This is an optimization exercise on Yosys and OpenROAD, whose aim is small area, not a production implementation.
The RTL was checked by simulation tests, not by an equivalence proof against the original design.

==> inputs of run a <==
Design icache_tag_ctrl, start of the top module:
module icache_tag_ctrl (
    input  logic        clk,
    input  logic        rst_n,
    input  logic        req_vld,
    input  logic [23:0] req,
    output logic        req_rdy,
    output logic        res_vld,
    output logic [22:0] res
);
Settings: LEC_CHECK=0, CAP_MARGIN=20, CORE_MARGIN=2, CORE_UTILIZATION=40, PLACE_DENSITY=0.6, SLEW_MARGIN=20; clock period 5.5 ns.
run.sh (not shown) runs the stock make flow with config.mk's settings and CLKGATE_MAP_FILE= SYNTH_SCRIPT=/design/flow/synth_recipe.tcl, a recipe that flattens the netlist after the stock synthesis.
==> run b: changes against run a <==
==> flow/design.v (replaced) <==
package icache_pkg;
    localparam int INDEX_W = 6;
    localparam int TAG_W   = 8;
    localparam int TXNID_W = 4;
endpackage
`timescale 1ns/1ps
module icache_tag_ctrl (
    input  logic        clk,
    input  logic        rst_n,
    input  logic        req_vld,
    input  logic [23:0] req,
    output logic        req_rdy,
    output logic        res_vld,
    output logic [22:0] res
);
    logic       l_vld;
    logic [7:0] l_tag;
    logic [5:0] l_idx;
    logic       l_one;
    logic [3:0] l_txn;
    logic       sa_vld;
    logic [5:0] sa_idx;
    logic [7:0] sa_t0;
    logic [7:0] sa_t1;
    logic       sb_vld;
    logic [5:0] sb_idx;
    logic [7:0] sb_t0;
    logic [7:0] sb_t1;
    logic [31:0][7:0] t0_m [2];
    logic [31:0][7:0] t1_m [2];
    logic [31:0]      v0_m [2];
    logic [31:0]      lru_m [2];
    logic       r_ha;
    logic       r_wa;
    logic       r_hb;
    logic       r_wb;
    logic [5:0] r_idx;
    logic       r_one;
    logic [3:0] r_txn;
    logic pending;
    logic accept;
    assign pending = sa_vld | sb_vld;
    assign req_rdy = ~pending;
    assign accept  = req_vld & ~pending;
    always_ff @(posedge clk or negedge rst_n) begin
        if (!rst_n) begin
            l_vld <= 1'b0;
        end else begin
            l_vld <= accept;
        end
    end
    always_ff @(posedge clk) begin
        l_tag <= req[23:16];
        l_idx <= req[15:10];
        l_one <= &req[9:4];
        l_txn <= req[3:0];
    end
    logic [7:0] b_tag;
    logic [5:0] b_idx;
    logic [4:0] row_o;
    logic [4:0] row_e;
    assign {b_tag, b_idx} = {l_tag, l_idx} + {13'd0, ~l_one};
    assign row_o = l_idx[5:1];
    assign row_e = l_idx[5:1] + {4'd0, l_idx[0]};
    logic [7:0] o_t0, o_t1, e_t0, e_t1;
    logic       o_v0, e_v0, o_lru, e_lru;
    assign o_t0  = t0_m[1][row_o];
    assign o_t1  = t1_m[1][row_o];
    assign o_v0  = v0_m[1][row_o];
    assign o_lru = lru_m[1][row_o];
    assign e_t0  = t0_m[0][row_e];
    assign e_t1  = t1_m[0][row_e];
    assign e_v0  = v0_m[0][row_e];
    assign e_lru = lru_m[0][row_e];
    logic [7:0] ma_t0, ma_t1, mb_t0, mb_t1;
    logic       ma_v0, mb_v0, lru_a, lru_b;
    assign {ma_t0, ma_t1, ma_v0, lru_a} = l_idx[0] ? {o_t0, o_t1, o_v0, o_lru}
                                                   : {e_t0, e_t1, e_v0, e_lru};
    assign {mb_t0, mb_t1, mb_v0, lru_b} = (l_idx[0] & ~l_one) ? {e_t0, e_t1, e_v0, e_lru} :
                                          (l_idx[0] |  l_one) ? {ma_t0, ma_t1, ma_v0, lru_a}
                                                              : {o_t0, o_t1, o_v0, o_lru};
    function automatic logic [16:0] pick(logic [5:0] idx, logic [16:0] mem);
        logic [16:0] s;
        s = mem;
        if (sb_vld && (sb_idx == idx)) s = {sb_t0, sb_t1, 1'b1};
        if (sa_vld && (sa_idx == idx)) s = {sa_t0, sa_t1, 1'b1};
        pick = s;
    endfunction
    logic [7:0] a_t0, a_t1, bb_t0, bb_t1;
    logic       a_v0, a_v1, bb_v0, bb_v1;
    assign {a_t0, a_t1, a_v0}    = pick(l_idx, {ma_t0, ma_t1, ma_v0});
    assign {bb_t0, bb_t1, bb_v0} = pick(b_idx, {mb_t0, mb_t1, mb_v0});
    assign a_v1  = a_v0 & (a_t1 != a_t0);
    assign bb_v1 = bb_v0 & (bb_t1 != bb_t0);
    logic a_m0, a_m1, b_m0, b_m1;
    logic hit_a, hit_b, vic_a, vic_b, way_a, way_b;
    assign a_m0 = a_v0 && (a_t0 == l_tag);
    assign a_m1 = a_v1 && (a_t1 == l_tag);
    assign b_m0 = bb_v0 && (bb_t0 == b_tag);
    assign b_m1 = bb_v1 && (bb_t1 == b_tag);
    assign hit_a = a_m0 | a_m1;
    assign hit_b = b_m0 | b_m1;
    assign vic_a = a_v0 & (~a_v1 | lru_a);
    assign vic_b = bb_v0 & (~bb_v1 | lru_b);
    assign way_a = hit_a ? ~a_m0 : vic_a;
    assign way_b = hit_b ? ~b_m0 : vic_b;
    logic       we_lo, we_le, d_lo, d_le;
    assign we_lo = l_vld & (l_idx[0] | ~l_one);
    assign we_le = l_vld & (~l_idx[0] | ~l_one);
    assign d_lo  = l_idx[0] ? ~way_a : ~way_b;
    assign d_le  = l_idx[0] ? ~way_b : ~way_a;
    always_ff @(posedge clk) begin
        for (int r = 0; r < 32; r++) begin
            if (we_lo && (row_o == 5'(r))) lru_m[1][r] <= d_lo;
            if (we_le && (row_e == 5'(r))) lru_m[0][r] <= d_le;
        end
    end
    logic load_a, load_b;
    assign load_a = l_vld & ~hit_a;
    assign load_b = l_vld & ~hit_b & ~l_one;
    always_ff @(posedge clk or negedge rst_n) begin
        if (!rst_n) begin
            sa_vld <= 1'b0;
            sb_vld <= 1'b0;
        end else begin
            sa_vld <= load_a;
            sb_vld <= load_b | (sb_vld & sa_vld);
        end
    end
    always_ff @(posedge clk) begin
        sa_idx <= l_idx;
        sa_t0  <= vic_a ? a_t0 : l_tag;
        sa_t1  <= (vic_a | ~a_v1) ? l_tag : a_t1;
        if (load_b) begin
            sb_idx <= b_idx;
            sb_t0  <= vic_b ? bb_t0 : b_tag;
            sb_t1  <= (vic_b | ~bb_v1) ? b_tag : bb_t1;
        end
    end
    logic [5:0] w_idx;
    logic [7:0] w_t0, w_t1;
    assign w_idx = sa_vld ? sa_idx : sb_idx;
    assign w_t0  = sa_vld ? sa_t0 : sb_t0;
    assign w_t1  = sa_vld ? sa_t1 : sb_t1;
    logic [1:0][31:0] w_row;
    always_comb begin
        for (int r = 0; r < 32; r++) begin
            w_row[0][r] = pending & ~w_idx[0] & (w_idx[5:1] == 5'(r));
            w_row[1][r] = pending &  w_idx[0] & (w_idx[5:1] == 5'(r));
        end
    end
    always_ff @(posedge clk or negedge rst_n) begin
        if (!rst_n) begin
            v0_m[0] <= '0;
            v0_m[1] <= '0;
        end else begin
            v0_m[0] <= v0_m[0] | w_row[0];
            v0_m[1] <= v0_m[1] | w_row[1];
        end
    end
    always_ff @(posedge clk) begin
        for (int h = 0; h < 2; h++) begin
            for (int r = 0; r < 32; r++) begin
                if (w_row[h][r]) begin
                    t0_m[h][r] <= w_t0;
                    t1_m[h][r] <= w_t1;
                end
            end
        end
    end
    always_ff @(posedge clk or negedge rst_n) begin
        if (!rst_n) begin
            res_vld <= 1'b0;
        end else begin
            res_vld <= l_vld;
        end
    end
    always_ff @(posedge clk) begin
        r_ha  <= hit_a;
        r_wa  <= way_a;
        r_hb  <= hit_b;
        r_wb  <= way_b;
        r_idx <= l_idx;
        r_one <= l_one;
        r_txn <= l_txn;
    end
    assign res = {r_ha & r_wa, r_ha & ~r_wa, r_wa,
                  r_hb & r_wb, r_hb & ~r_wb, r_wb,
                  r_idx, r_idx + {5'd0, ~r_one}, r_txn, r_ha & r_hb};
endmodule
==> run c: changes against run a <==
==> flow/design.v (replaced) <==
package icache_pkg;
    localparam int INDEX_W = 6;
    localparam int TAG_W   = 8;
    localparam int TXNID_W = 4;
endpackage
`timescale 1ns/1ps
module icache_tag_ctrl (
    input  logic        clk,
    input  logic        rst_n,
    input  logic        req_vld,
    input  logic [23:0] req,
    output logic        req_rdy,
    output logic        res_vld,
    output logic [22:0] res
);
    logic       l_vld;
    logic [7:0] l_tag;
    logic [5:0] l_idx;
    logic       l_one;
    logic [3:0] l_txn;
    logic       sa_vld;
    logic [5:0] sa_idx;
    logic [7:0] sa_t0;
    logic [7:0] sa_t1;
    logic       sb_vld;
    logic [5:0] sb_idx;
    logic [7:0] sb_t0;
    logic [7:0] sb_t1;
    logic [31:0][7:0] t0_m [2];
    logic [31:0][7:0] t1_m [2];
    logic [31:0]      v0_m [2];
    logic [31:0]      lru_m [2];
    logic       r_ha;
    logic       r_wa;
    logic       r_hb;
    logic       r_wb;
    logic [5:0] r_idx;
    logic       r_one;
    logic [3:0] r_txn;
    logic pending;
    logic accept;
    assign pending = sa_vld | sb_vld;
    assign req_rdy = ~pending;
    assign accept  = req_vld & ~pending;
    always_ff @(posedge clk or negedge rst_n) begin
        if (!rst_n) begin
            l_vld <= 1'b0;
        end else begin
            l_vld <= accept;
        end
    end
    always_ff @(posedge clk) begin
        l_tag <= req[23:16];
        l_idx <= req[15:10];
        l_one <= &req[9:4];
        l_txn <= req[3:0];
    end
    logic [7:0] b_tag;
    logic [5:0] b_idx;
    logic [4:0] row_o;
    logic [4:0] row_e;
    assign {b_tag, b_idx} = {l_tag, l_idx} + {13'd0, ~l_one};
    assign row_o = l_idx[5:1];
    assign row_e = l_idx[5:1] + {4'd0, l_idx[0]};
    logic [7:0] o_t0, o_t1, e_t0, e_t1;
    logic       o_v0, e_v0, o_lru, e_lru;
    assign o_t0  = t0_m[1][row_o];
    assign o_t1  = t1_m[1][row_o];
    assign o_v0  = v0_m[1][row_o];
    assign o_lru = lru_m[1][row_o];
    assign e_t0  = t0_m[0][row_e];
    assign e_t1  = t1_m[0][row_e];
    assign e_v0  = v0_m[0][row_e];
    assign e_lru = lru_m[0][row_e];
    logic [7:0] ma_t0, ma_t1, mb_t0, mb_t1;
    logic       ma_v0, mb_v0, lru_a, lru_b;
    assign {ma_t0, ma_t1, ma_v0, lru_a} = l_idx[0] ? {o_t0, o_t1, o_v0, o_lru}
                                                   : {e_t0, e_t1, e_v0, e_lru};
    assign {mb_t0, mb_t1, mb_v0, lru_b} = (l_idx[0] & ~l_one) ? {e_t0, e_t1, e_v0, e_lru} :
                                          (l_idx[0] |  l_one) ? {ma_t0, ma_t1, ma_v0, lru_a}
                                                              : {o_t0, o_t1, o_v0, o_lru};
    function automatic logic [16:0] pick(logic [5:0] idx, logic [16:0] mem);
        logic [16:0] s;
        s = mem;
        if (sb_vld && (sb_idx == idx)) s = {sb_t0, sb_t1, 1'b1};
        if (sa_vld && (sa_idx == idx)) s = {sa_t0, sa_t1, 1'b1};
        pick = s;
    endfunction
    logic [7:0] a_t0, a_t1, bb_t0, bb_t1;
    logic       a_v0, a_v1, bb_v0, bb_v1;
    assign {a_t0, a_t1, a_v0}    = pick(l_idx, {ma_t0, ma_t1, ma_v0});
    assign {bb_t0, bb_t1, bb_v0} = pick(b_idx, {mb_t0, mb_t1, mb_v0});
    assign a_v1  = a_v0 & (a_t1 != a_t0);
    assign bb_v1 = bb_v0 & (bb_t1 != bb_t0);
    logic a_m0, a_m1, b_m0, b_m1;
    logic hit_a, hit_b, vic_a, vic_b, way_a, way_b;
    assign a_m0 = a_v0 && (a_t0 == l_tag);
    assign a_m1 = a_v1 && (a_t1 == l_tag);
    assign b_m0 = bb_v0 && (bb_t0 == b_tag);
    assign b_m1 = bb_v1 && (bb_t1 == b_tag);
    assign hit_a = a_m0 | a_m1;
    assign hit_b = b_m0 | b_m1;
    assign vic_a = a_v0 & (~a_v1 | lru_a);
    assign vic_b = bb_v0 & (~bb_v1 | lru_b);
    assign way_a = hit_a ? ~a_m0 : vic_a;
    assign way_b = hit_b ? ~b_m0 : vic_b;
    logic       we_lo, we_le, d_lo, d_le;
    assign we_lo = l_vld & (l_idx[0] | ~l_one);
    assign we_le = l_vld & (~l_idx[0] | ~l_one);
    assign d_lo  = l_idx[0] ? ~way_a : ~way_b;
    assign d_le  = l_idx[0] ? ~way_b : ~way_a;
    always_ff @(posedge clk) begin
        for (int r = 0; r < 32; r++) begin
            if (we_lo && (row_o == 5'(r))) lru_m[1][r] <= d_lo;
            if (we_le && (row_e == 5'(r))) lru_m[0][r] <= d_le;
        end
    end
    logic load_a, load_b;
    assign load_a = l_vld & ~hit_a;
    assign load_b = l_vld & ~hit_b & ~l_one;
    always_ff @(posedge clk or negedge rst_n) begin
        if (!rst_n) begin
            sa_vld <= 1'b0;
            sb_vld <= 1'b0;
        end else begin
            sa_vld <= load_a;
            sb_vld <= load_b | (sb_vld & sa_vld);
        end
    end
    always_ff @(posedge clk) begin
        sa_idx <= l_idx;
        sa_t0  <= vic_a ? a_t0 : l_tag;
        sa_t1  <= (vic_a | ~a_v1) ? l_tag : a_t1;
        if (load_b) begin
            sb_idx <= b_idx;
            sb_t0  <= vic_b ? bb_t0 : b_tag;
            sb_t1  <= (vic_b | ~bb_v1) ? b_tag : bb_t1;
        end
    end
    logic [5:0] w_idx;
    logic [7:0] w_t0, w_t1;
    assign w_idx = sa_vld ? sa_idx : sb_idx;
    assign w_t0  = sa_vld ? sa_t0 : sb_t0;
    assign w_t1  = sa_vld ? sa_t1 : sb_t1;
    logic [1:0][31:0] w_row;
    always_comb begin
        for (int r = 0; r < 32; r++) begin
            w_row[0][r] = pending & ~w_idx[0] & (w_idx[5:1] == 5'(r));
            w_row[1][r] = pending &  w_idx[0] & (w_idx[5:1] == 5'(r));
        end
    end
    always_ff @(posedge clk or negedge rst_n) begin
        if (!rst_n) begin
            v0_m[0] <= '0;
            v0_m[1] <= '0;
        end else begin
            v0_m[0] <= v0_m[0] | w_row[0];
            v0_m[1] <= v0_m[1] | w_row[1];
        end
    end
    always_ff @(posedge clk) begin
        for (int h = 0; h < 2; h++) begin
            for (int r = 0; r < 32; r++) begin
                if (w_row[h][r]) begin
                    t0_m[h][r] <= w_t0;
                    t1_m[h][r] <= w_t1;
                end
            end
        end
    end
    always_ff @(posedge clk or negedge rst_n) begin
        if (!rst_n) begin
            res_vld <= 1'b0;
        end else begin
            res_vld <= l_vld;
        end
    end
    always_ff @(posedge clk) begin
        r_ha  <= hit_a;
        r_wa  <= way_a;
        r_hb  <= hit_b;
        r_wb  <= way_b;
        r_idx <= l_idx;
        r_one <= l_one;
        r_txn <= l_txn;
    end
    assign res = {r_ha & r_wa, r_ha & ~r_wa, r_wa,
                  r_hb & r_wb, r_hb & ~r_wb, r_wb,
                  r_idx, r_idx + {5'd0, ~r_one}, r_txn, r_ha & r_hb};
endmodule
==> flow/flow/run.sh (new file) <==
#!/bin/bash
# The standard layout with two changes:
#  - ABC maps the logic for area (strash; dch -f; map -a) instead of ORFS's
#    delay-oriented script; the rest of synthesis is unchanged;
#  - clock tree synthesis uses small clock buffers in small clusters and no
#    dummy loads.
# Each tool's output goes to the ORFS logs under orfs/logs, and make's to
# standard_flow.log here.
set -euo pipefail
here=$(pwd)
rm -rf "$here/orfs_scripts"
cp -r "$FLOW_HOME/scripts" "$here/orfs_scripts"
cp "$here/flow/abc_area_map.script" "$here/orfs_scripts/abc_speed.script"
export SCRIPTS_DIR="$here/orfs_scripts"
export CTS_ARGS="-sink_clustering_enable -repair_clock_nets -dont_use_dummy_load -sink_clustering_size 8 -sink_clustering_max_diameter 50 -buf_list sky130_fd_sc_hd__clkbuf_4"
bash standard.sh finish > standard_flow.log 2>&1
==> flow/flow/abc_area_map.script (new file) <==
strash
dch -f
map -a
topo
==> flow/standard.sh (new file) <==
#!/bin/bash
# synth_recipe.tcl (not shown) runs the flow's synth.tcl, then flattens the netlist and writes it again
# the make line also repeats each setting of config.mk as NAME=value (left out here)
make -C /OpenROAD-flow-scripts/flow DESIGN_CONFIG=/design/flow/config.mk WORK_HOME=/design/flow/orfs CLKGATE_MAP_FILE= SYNTH_SCRIPT=/design/flow/synth_recipe.tcl "${@:-finish}"
CORE_UTILIZATION = 70   (was 40)
PLACE_DENSITY = 0.8   (was 0.6)
removed: flow/run.sh
==> qor summary <==
	run c	run b	run a
Status	complete, no violations	complete, no violations	complete, no violations
Worst Path Max Fanout	34	32	15
Worst rel slew slack	0.3505	0.1872	0.2030
Cell with the largest stage delay on the worst path	nand3b_1	mux4_2	a21boi_0
# clk buffers	173	180	179
Detailed-routed wire length on met2	62.84 mm	68.42 mm	92.63 mm
Sequential cell area	36040 um2	36050 um2	37380 um2
Total clock sinks	1228	1228	1294
Post-synthesis sequential area ratio	0.7732	0.7112	0.6390
Number of non-clock inverters	117	22	32
Beginning of the worst register-to-register path	l_idx[0]	l_idx[1]	l_idx[0]
Clock latency on the worst-skew pair	1.06 ns	0.77 ns	0.80 ns
Total Wirelength	137.5 mm	148.5 mm	208.3 mm
Simple-gate area share of the yosys netlist	0.05877	0.05858	0.1049
Non-filler instance count after layout	4460	4841	6293
Number of cells in the design after placement	4268	4594	6037
DR WL met3	20.98 mm	13.35 mm	25.69 mm

-- what the ideal ports hide --
In the flow no input, the clock included, has a driving cell. The finished layouts below were timed again as built, in two steps.
Step 1: set_driving_cell puts a clkbuf_16 on clk and a buf_2 on each other input, an assumption about the parent block.
Step 2 moves the port delays by t, midway between the first and last clock arrival at a register: inputs arrive t later, outputs are due t later. That takes back most of the time a late clock gives input paths.
a / b / c = no drivers / after step 1 / after step 2; a / b = the first two.
run | shift t [ns] | setup slack, ns | worst setup path at the end | latest minus earliest clock arrival (ns) | worst data-port slew with drivers (ns)
run a | 0.855 | 0.075 / 0.075 / 0.075 | register to register | 0.051 / 0.052 | 0.06
run b | 0.826 | 0.232 / 0.232 / 0.232 | register to register | 0.036 / 0.037 | 0.04
run c | 1.041 | 0.152 / 0.152 / 0.152 | register to register | 0.169 / 0.168 | 0.07
After both steps setup and hold are still met in every run listed.
